From an optimization exercise on the open Yosys and OpenROAD flow, aimed at small area, a short achievable clock period and few clock cycles per item; shortcuts taken in it are not production practice.
Function was checked by simulation only, so behaviour that the tests miss may differ from the original.
Power figures rest on the tool's default switching activity, not on a simulated workload.

==> flow/design.v <==
`timescale 1ns / 1ps
package chbd_pkg;
  localparam int NUM_LEN = 16;   
  localparam int LEN_IW  = 4;    
  typedef logic [2:0] opcode_t;
  localparam opcode_t OP_CLEAR  = 3'd0;
  localparam opcode_t OP_COUNT  = 3'd1;
  localparam opcode_t OP_SYMBOL = 3'd2;
  localparam opcode_t OP_FINISH = 3'd3;
  localparam opcode_t OP_DECODE = 3'd4;
  typedef logic [2:0] status_t;
  localparam status_t ST_OK       = 3'd0;
  localparam status_t ST_SYMBOL   = 3'd1;
  localparam status_t ST_INVALID  = 3'd2;
  localparam status_t ST_NOTBUILT = 3'd3;
  localparam status_t ST_OVERFULL = 3'd4;
  localparam status_t ST_MISMATCH = 3'd5;
  typedef struct packed {
    logic        we;
    logic [16:0] first;
    logic [8:0]  offset;
  } walk_wr_t;
  typedef struct packed {
    logic        done;
    status_t     status;
    logic [15:0] last;
    logic [4:0]  longest;
  } walk_fin_t;
endpackage
`timescale 1ns / 1ps
import chbd_pkg::*;
module chbd_build_walk #(
  parameter int MAX_CODE_LENGTH = 16,
  parameter int MAX_SYMBOLS     = 256
) (
  input  logic                         clk,
  input  logic                         rst,
  input  logic                         go,
  input  logic [8:0]                   total,
  input  logic [7:0]                   n,
  output logic [chbd_pkg::LEN_IW-1:0]  idx,
  output chbd_pkg::walk_wr_t           wr,
  output chbd_pkg::walk_fin_t          fin
);
  logic              active;
  logic [LEN_IW-1:0] k;
  logic [17:0]       code;
  logic [8:0]        used;
  logic [8:0]        tot;
  logic [15:0]       last;
  logic [4:0]        longest;
  logic [4:0]  len;
  logic [17:0] space;
  logic [8:0]  kv;
  logic [17:0] ko;
  logic [17:0] code_sum;
  logic [9:0]  used_sum;
  logic        fail;
  logic        last_len;
  logic [17:0] last_code_next;
  logic [4:0]  longest_next;
  always_comb begin
    len      = {1'b0, k} + 5'd1;
    space    = 18'd1 << len;
    kv       = (used < tot) ? (tot - used) : 9'd0;
    ko       = (code < space) ? (space - code) : 18'd0;
    code_sum = code + {10'd0, n};
    used_sum = {1'b0, used} + {2'd0, n};
    fail     = (kv < {1'b0, n}) || (ko < {10'd0, n});
    last_len = (k == LEN_IW'(MAX_CODE_LENGTH - 1));
    if (n != 8'd0) begin
      last_code_next = code_sum - 18'd1;
      longest_next   = len;
    end else begin
      last_code_next = {2'd0, last};
      longest_next   = longest;
    end
  end
  assign idx       = k;
  assign wr.we     = active;
  assign wr.first  = code[16:0];
  assign wr.offset = used;
  always_comb begin
    fin.done    = active && (fail || last_len);
    fin.last    = last_code_next[15:0];
    fin.longest = longest_next;
    priority if (fail) begin
      fin.status = ({9'd0, kv} <= ko) ? ST_MISMATCH : ST_OVERFULL;
    end else if (used_sum != {1'b0, tot}) begin
      fin.status = ST_MISMATCH;
    end else begin
      fin.status = ST_OK;
    end
  end
  always_ff @(posedge clk) begin
    if (rst) begin
      active <= 1'b0;
    end else if (go) begin
      active <= 1'b1;
    end else if (fin.done) begin
      active <= 1'b0;
    end
  end
  always_ff @(posedge clk) begin
    if (go) begin
      k       <= '0;
      code    <= '0;
      used    <= '0;
      last    <= '0;
      longest <= '0;
      tot     <= (total > 9'(MAX_SYMBOLS)) ? 9'(MAX_SYMBOLS + 1) : total;
    end else if (active) begin
      k       <= k + LEN_IW'(1);
      code    <= code_sum << 1;
      used    <= used_sum[8:0];
      last    <= last_code_next[15:0];
      longest <= longest_next;
    end
  end
endmodule
`timescale 1ns / 1ps
import chbd_pkg::*;
module canonical_huffman_bit_decoder #(
  parameter int MAX_CODE_LENGTH = 16,
  parameter int MAX_SYMBOLS     = 256
) (
  input  logic              clk,
  input  logic              rst,
  input  logic              start,
  output logic              busy,
  input  chbd_pkg::opcode_t opcode,
  input  logic [4:0]        level,
  input  logic [7:0]        count,
  input  logic [7:0]        symbol_index,
  input  logic [7:0]        symbol,
  input  logic [8:0]        value_total,
  input  logic              bit_req,
  output logic              done,
  output chbd_pkg::status_t status,
  output logic [7:0]        decoded_symbol,
  output logic [4:0]        code_length
);
  localparam int AW = (MAX_SYMBOLS > 1) ? $clog2(MAX_SYMBOLS) : 1;
  localparam logic [1:0] S_IDLE = 2'd0;
  localparam logic [1:0] S_WALK = 2'd1;
  localparam logic [1:0] S_RESP = 2'd2;
  logic [1:0] state;
  logic [1:0] state_next;
  logic [7:0]  counts    [NUM_LEN];
  logic [16:0] first_tab [NUM_LEN];
  logic [8:0]  offset_tab[NUM_LEN];
  logic [15:0] last_code;
  logic [4:0]  longest;
  logic        ready;
  logic [15:0] pcode;
  logic [4:0]  plen;
  logic [7:0] sym_ram[MAX_SYMBOLS];
  logic [7:0] sym_rd;
  chbd_pkg::status_t    rsp_status;
  logic [4:0] rsp_len;
  logic       rsp_sym;
  logic accept;
  assign accept = start && !busy;
  assign busy   = (state != S_IDLE);
  logic [LEN_IW-1:0] walk_idx;
  chbd_pkg::walk_wr_t          walk_wr;
  chbd_pkg::walk_fin_t         walk_fin;
  chbd_build_walk #(
    .MAX_CODE_LENGTH(MAX_CODE_LENGTH),
    .MAX_SYMBOLS    (MAX_SYMBOLS)
  ) u_walk (
    .clk  (clk),
    .rst  (rst),
    .go   (accept && (opcode == OP_FINISH)),
    .total(value_total),
    .n    (counts[walk_idx]),
    .idx  (walk_idx),
    .wr   (walk_wr),
    .fin  (walk_fin)
  );
  logic [4:0]        dl;
  logic [16:0]       dp;
  logic [4:0]        shamt;
  logic [16:0]       lim;
  logic [LEN_IW-1:0] dk;
  logic [16:0]       rel;
  logic [16:0]       pos;
  logic              bad_bit;
  logic              hit;
  logic              lvl_ok;
  logic [LEN_IW-1:0] lvl_idx;
  always_comb begin
    dl      = plen + 5'd1;
    dp      = {pcode, bit_req};
    shamt   = longest - dl;
    lim     = {1'b0, last_code} >> shamt;
    dk      = plen[LEN_IW-1:0];
    rel     = dp - first_tab[dk];
    pos     = {8'd0, offset_tab[dk]} + rel;
    bad_bit = (dl > longest) || (dp > lim);
    hit     = (dp >= first_tab[dk]) && (rel < {9'd0, counts[dk]});
    lvl_ok  = (level >= 5'd1) && (level <= 5'(MAX_CODE_LENGTH));
    lvl_idx = LEN_IW'(level - 5'd1);
  end
  always_ff @(posedge clk) begin
    if (accept && (opcode == OP_SYMBOL) && ({1'b0, symbol_index} < 9'(MAX_SYMBOLS))) begin
      sym_ram[symbol_index[AW-1:0]] <= symbol;
    end
    if (accept) begin
      sym_rd <= sym_ram[pos[AW-1:0]];
    end
  end
  always_comb begin
    state_next = state;
    unique case (state)
      S_IDLE: begin
        if (accept) state_next = (opcode == OP_FINISH) ? S_WALK : S_RESP;
      end
      S_WALK: begin
        if (walk_fin.done) state_next = S_RESP;
      end
      S_RESP: begin
        state_next = S_IDLE;
      end
      default: begin
        state_next = S_IDLE;
      end
    endcase
  end
  always_ff @(posedge clk) begin
    if (rst) begin
      state <= S_IDLE;
    end else begin
      state <= state_next;
    end
  end
  always_ff @(posedge clk) begin
    if (rst) begin
      for (int i = 0; i < NUM_LEN; i++) begin
        counts[i]     <= '0;
        first_tab[i]  <= '0;
        offset_tab[i] <= '0;
      end
      last_code <= '0;
      longest   <= '0;
      ready     <= 1'b0;
      pcode     <= '0;
      plen      <= '0;
    end else begin
      if (walk_wr.we) begin
        first_tab[walk_idx]  <= walk_wr.first;
        offset_tab[walk_idx] <= walk_wr.offset;
      end
      if (walk_fin.done) begin
        if (walk_fin.status == ST_OK) begin
          last_code <= walk_fin.last;
          longest   <= walk_fin.longest;
          ready     <= 1'b1;
          pcode     <= '0;
          plen      <= '0;
        end else begin
          ready <= 1'b0;
        end
      end
      if (accept) begin
        unique case (opcode)
          OP_CLEAR: begin
            for (int i = 0; i < NUM_LEN; i++) begin
              counts[i]     <= '0;
              first_tab[i]  <= '0;
              offset_tab[i] <= '0;
            end
            last_code <= '0;
            longest   <= '0;
            ready     <= 1'b0;
            pcode     <= '0;
            plen      <= '0;
          end
          OP_COUNT: begin
            ready <= 1'b0;
            pcode <= '0;
            plen  <= '0;
            if (lvl_ok) counts[lvl_idx] <= count;
          end
          OP_SYMBOL: begin
            ready <= 1'b0;
            pcode <= '0;
            plen  <= '0;
          end
          OP_DECODE: begin
            if (ready && !bad_bit) begin
              if (hit) begin
                pcode <= '0;
                plen  <= '0;
              end else begin
                pcode <= dp[15:0];
                plen  <= dl;
              end
            end
          end
          default: begin
          end
        endcase
      end
    end
  end
  always_ff @(posedge clk) begin
    if (accept) begin
      rsp_status <= ST_OK;
      rsp_len    <= '0;
      rsp_sym    <= 1'b0;
      if (opcode == OP_DECODE) begin
        priority if (!ready) begin
          rsp_status <= ST_NOTBUILT;
        end else if (bad_bit) begin
          rsp_status <= ST_INVALID;
        end else if (hit) begin
          rsp_status <= ST_SYMBOL;
          rsp_len    <= dl;
          rsp_sym    <= (pos < 17'(MAX_SYMBOLS));
        end else begin
          rsp_status <= ST_OK;
        end
      end
    end else if (walk_fin.done) begin
      rsp_status <= walk_fin.status;
    end
  end
  assign done           = (state == S_RESP);
  assign status         = done ? rsp_status : ST_OK;
  assign code_length    = done ? rsp_len : 5'd0;
  assign decoded_symbol = (done && rsp_sym) ? sym_rd : 8'd0;
endmodule
==> flow/run.sh <==
#!/bin/bash
# synth_recipe.tcl (not shown) runs the flow's synth.tcl, then flattens the netlist and writes it again
# the make line also repeats each setting of config.mk as NAME=value (left out here)
make -C /OpenROAD-flow-scripts/flow DESIGN_CONFIG=/design/flow/config.mk WORK_HOME=/design/flow/orfs CLKGATE_MAP_FILE= SYNTH_SCRIPT=/design/flow/synth_recipe.tcl finish
==> flow/config.mk <==
export PLATFORM = sky130hd
export DESIGN_NAME = canonical_huffman_bit_decoder
export DESIGN_NICKNAME = canonical_huffman_bit_decoder
export VERILOG_FILES = /design/flow/design.v
export SDC_FILE = /design/flow/constraint.sdc
export NUM_CORES = 4
export LEC_CHECK = 0
export CAP_MARGIN = 20
export CORE_MARGIN = 2
export CORE_UTILIZATION = 40
export SLEW_MARGIN = 20
==> flow/constraint.sdc <==
create_clock -name core_clock -period 9.0 [get_ports {clk}]
set_input_delay 1.8000 -clock core_clock [delete_from_list [all_inputs] [get_ports {clk}]]
set_output_delay 1.8000 -clock core_clock [all_outputs]
set_load 0.01 [all_outputs]
==> run notes <==
[state kept, by name, indices dropped and copies added, names as in the netlist, 9 cells and up, named ones only]
| name | count |
|---|---|
| counts | 128 |
| offset_tab | 144 |
| first_tab | 256 |
| last_code | 16 |
| u_walk.code | 17 |
| pcode | 16 |
| u_walk.used | 9 |
| u_walk.tot | 9 |
| sym_ram | 2048 |
| u_walk.last | 16 |
[through the flow]
stage	setup WS [ns]	hold WS, ns	total power (W)	util [%]
after global routing	0.2723	0.4970	0.03213	45.28
after detailed placement	0.5028	0.4715	0.01963	42.02
after floorplan	2.487	0.4327	0.01780	-
after global placement	0.3703	0.4673	0.01958	42.01
final	0.7901	0.4822	0.03106	45.28
after CTS	0.4068	0.4868	0.03127	45.24
[worst max-delay path: stages (launching register included)]
cell      delay [ns]
dfxtp_4         0.77
buf_4           0.51
buf_4           0.54
mux4_2          0.60
mux4_2          0.46
inv_1           0.09
ha_1            0.28
xnor2_1         0.49
ha_1            0.35
a21o_1          0.22
a221o_1         0.31
a211oi_1        0.68
o211ai_1        0.38
a211oi_1        0.39
nand3_1         0.14
nor3_2          0.50
nand4_1         0.48
a221oi_2        0.68
[timing repair]
item,4_1_cts,5_1_grt
setup endpoints to repair,0,1
endpoints found under the hold margin,0,0
resized for setup,0,1
[metal layers]
metal	share of wire [%]	up-vias	routed length [um]	GRT usage, %
met4	2.7	0	7842	5.409
met1	42	31880	123300	28.05
met5	0	-	0	0
met2	49	2262	144500	33.03
met3	6.8	416	20150	3.204
li1	-	25320	-	-
[final cells by class]
type	count	share of cell area [%]
Sequential cell	2703	62.09
Multi-Input combinational cell	2945	25.40
Clock buffer	345	5.853
Tap cell	3762	3.645
Timing Repair Buffer	182	1.423
Clock inverter	167	1.264
Inverter	111	0.3226
Antenna cell	3	0.005813
[cells by family (layout without fill, tap and decap cells)]
family / after synthesis / in the layout / synth area share [%]
adders and majority gates: 134 / 134 / 1.508
xor gates and xnor gates: 79 / 79 / 0.6221
AOI/OAI and AO/OA: 390 / 390 / 2.180
and+or+nand+nor: 1390 / 1390 / 6.035
muxes: 952 / 952 / 17.96
buffers and inverters: 513 / 805 / 1.774
DFF: 2703 / 2703 / 69.92
other: 0 / 3 / 0
[where the power goes]
| part | switching [W] | total, W | leakage (nW) | internal [W] |
|---|---|---|---|---|
| clock network | 0.00492 | 0.0117 | 4.49 | 0.00679 |
| logic | 0.00314 | 0.00512 | 11.3 | 0.00198 |
| registers | 0.000220 | 0.0142 | 25.0 | 0.0140 |
[cells in the final DEF, fill, tap and decap left out, types with 24 or more instances in the layout]
| cell type | n |
|---|---|
| a211oi_1 | 36 |
| a21o_1 | 27 |
| a21oi_1 | 117 |
| and2_1 | 184 |
| and3_1 | 45 |
| buf_4 | 99 |
| bufinv_16 | 27 |
| clkbuf_1 | 50 |
| clkbuf_16 | 294 |
| clkdlybuf4s50_1 | 54 |
| clkinv_1 | 78 |
| clkinv_2 | 43 |
| dfxtp_1 | 93 |
| edfxtp_1 | 2602 |
| ha_1 | 126 |
| inv_1 | 100 |
| mux2i_1 | 60 |
| mux4_2 | 881 |
| nand2_1 | 104 |
| nand2b_1 | 32 |
| nand3_1 | 41 |
| nand4_1 | 24 |
| nor2_1 | 454 |
| nor2b_1 | 30 |
| nor3_1 | 281 |
| nor4_1 | 103 |
| o21ai_0 | 67 |
| xnor2_1 | 43 |
| xor2_1 | 29 |
[Yosys cell counts (4+ instances only)]
cell,number
a21o_1,27
nand2b_1,38
nor3b_1,4
o22ai_1,12
nand2_1,121
buf_4,5
mux2_2,9
a31oi_1,9
inv_1,100
nor2_1,460
a211oi_2,4
or2_2,12
mux4_2,881
mux2i_1,60
or4_1,5
o41a_1,4
buf_1,40
and2_1,184
o2111ai_1,5
nand3_1,45
buf_2,59
a21oi_1,118
clkbuf_1,296
or2_1,5
xor2_1,30
o211ai_1,18
nor2b_1,31
ha_1,127
or3_1,10
nor3_1,283
dfxtp_1,101
o21ai_1,6
clkinv_1,10
o21ai_0,83
fa_1,7
a22oi_1,4
and3_1,45
xnor2_1,47
o21a_1,13
a211oi_1,36
nand4_1,24
nor4_1,104
edfxtp_1,2602
o31ai_1,5
o21bai_1,5
[path summary, 6_finish.rpt]
| path | slack [ns] | endpoint | startpoint |
|---|---|---|---|
| hold / removal | 0.48 | last_code[10]$_SDFF_PP0_ | last_code[10]$_SDFF_PP0_ |
| hold reg to reg | 0.48 | last_code[10]$_SDFF_PP0_ | last_code[10]$_SDFF_PP0_ |
| setup reg to reg | 0.79 | rsp_sym$_SDFFCE_PP0P_ | plen[0]$_SDFF_PP0_ |
| setup / recovery | 0.79 | rsp_sym$_SDFFCE_PP0P_ | plen[0]$_SDFF_PP0_ |
==> run notes <==
- Layout cells sized above 1: 23.35%
- Via count: 59880
- Initial core utilization: 40.19%
- Routed Wire Length: 295.8 mm
- CTS Buffer Depth: 4
- Synthesized Nets: 6340
- Initial antenna violation count: 8
- FP Rows: 196
- CP max FO: 30
- Die Area: 290900 sq um
- Sequential area share after synthesis: 69.92%
- Finished Layout Cells: 10220
- # IOs: 63
- Finished Cell Area: 129100 sq um
- Buffers added on ports: 62
- Number of max-cap violations: 0
- Outcome: finished clean
- Detailed Place HPWL: 181.9 mm
- Pleak: 40.78 nW
- Largest net degree at the start of global routing: 174
- Placed Instances: 9700
- Post-synth ARST share: 0%
- Synthesized area: 114600 sq um
- WL/cell: 28.95 um
- H-tree Lvls: 5
- GRT Total Usage: 20.15%
- Slew Viols, Final: 0
- Filler cells: 23880
- Setup violators final: 0
- Yosys Warn Count: 2
- Vias in the first global route: 60710
- Gpl congestion: 0.8502
- Detailed Routing Iterations Pass 1: 6
- Drt drc: 0
- Area after DPL: 119800 sq um
- CTS tree: yes
- Clock tree sinks: 2703
- Total CTS buffers: 290
- FF/Latch Area: 80180 sq um
- RSZ-0062 raised after global routing: false
- WHS Path Cells: 2
- Root buffer cell: clkbuf_16
- Multi-input combinational cell area: 32800 sq um
- Worst r2r path cells: 17
- IR drop worst, VDD: 0.1671 mV
- Core area: 285200 sq um
- Setup Total Neg Slack: 0 ns
- Worst endpoint required time: 9.52 ns
- Synth Area per Inst: 18.61 sq um
- Final period utilization: 91.22%
- Grt ovf: 0
- Fmax: 121.8 MHz
- Post-synth EDFFs: 2602
- Synth area leaders: edfxtp_1 68%, mux4_2 17%, dfxtp_1 1.8%, nor2_1 1.5%, ha_1 1.4%
- Clk_skew: 0.1115 ns
- Synth Instances: 6161
- Clock latency (worst-skew pair): 0.92 ns
- Power per cell area: 240.5 nW/um^2
- Post-synth cell types: 86
- Reg clk slew, reported paths: 0.06 ns
- Arrival @ worst endpoint: 8.73 ns
- Area grow syn2layout: 12.65%
- ANT nets after route: 0
- Min-Delay Path Class: reg2reg
- Final min period: 8.210 ns
- FF+latch count, synth: 2703
- Slew margin rel.: 22.92%
- WS Path Type: reg2reg
- Fin. Hold Viols: 0
- Die X: 539.3 um
- Slew @ Worst Pin: 1.153 ns
- Starting DRT DRC Count: 6656
- Yosys top cell by area: edfxtp_1
- CTS Hold Bufs: 0
- Post-CTS setup buffers: 0
- Vias/cell: 5.860
- First-pass GRT wire length: 430.9 mm
- Crit start category: flip-flop
- Fin nets: 6412
- DIE HEIGHT: 539.3 um
- Ys flop type: edfxtp_1
- Share of the synthesized area in the top cell type: 68.16%
- Element type at the critical path end: flip-flop
Testbench counts, summed over its fixed seeds: cycles 185,540, items 91,490.

afterwards: timing with drivers on the ports:
The results above use ideal ports. As a check the final layout listed here was re-extracted and re-timed, cells and wires unchanged. Step 1 assumes that a clkbuf_16 drives the clock port and a buf_2 every other input. Step 2 adds t to the input delays and takes it off the output delays; t is the mean of the earliest and latest rising clock arrival at the registers after step 1. Input paths then give back, and output paths get back, about the clock's delay inside the block. Slacks: ideal / step 1 / step 2; pairs: ideal / step 1.
t (ns): 0.966
setup WS [ns]: 0.790 / 0.790 / 0.790
worst setup path after step 2: register to register
pins driven straight from the clock port: 1
After both steps this run still meets setup and hold. The setup slack of this run moves by 0.000 ns with the drivers and by 0.000 ns with both steps.
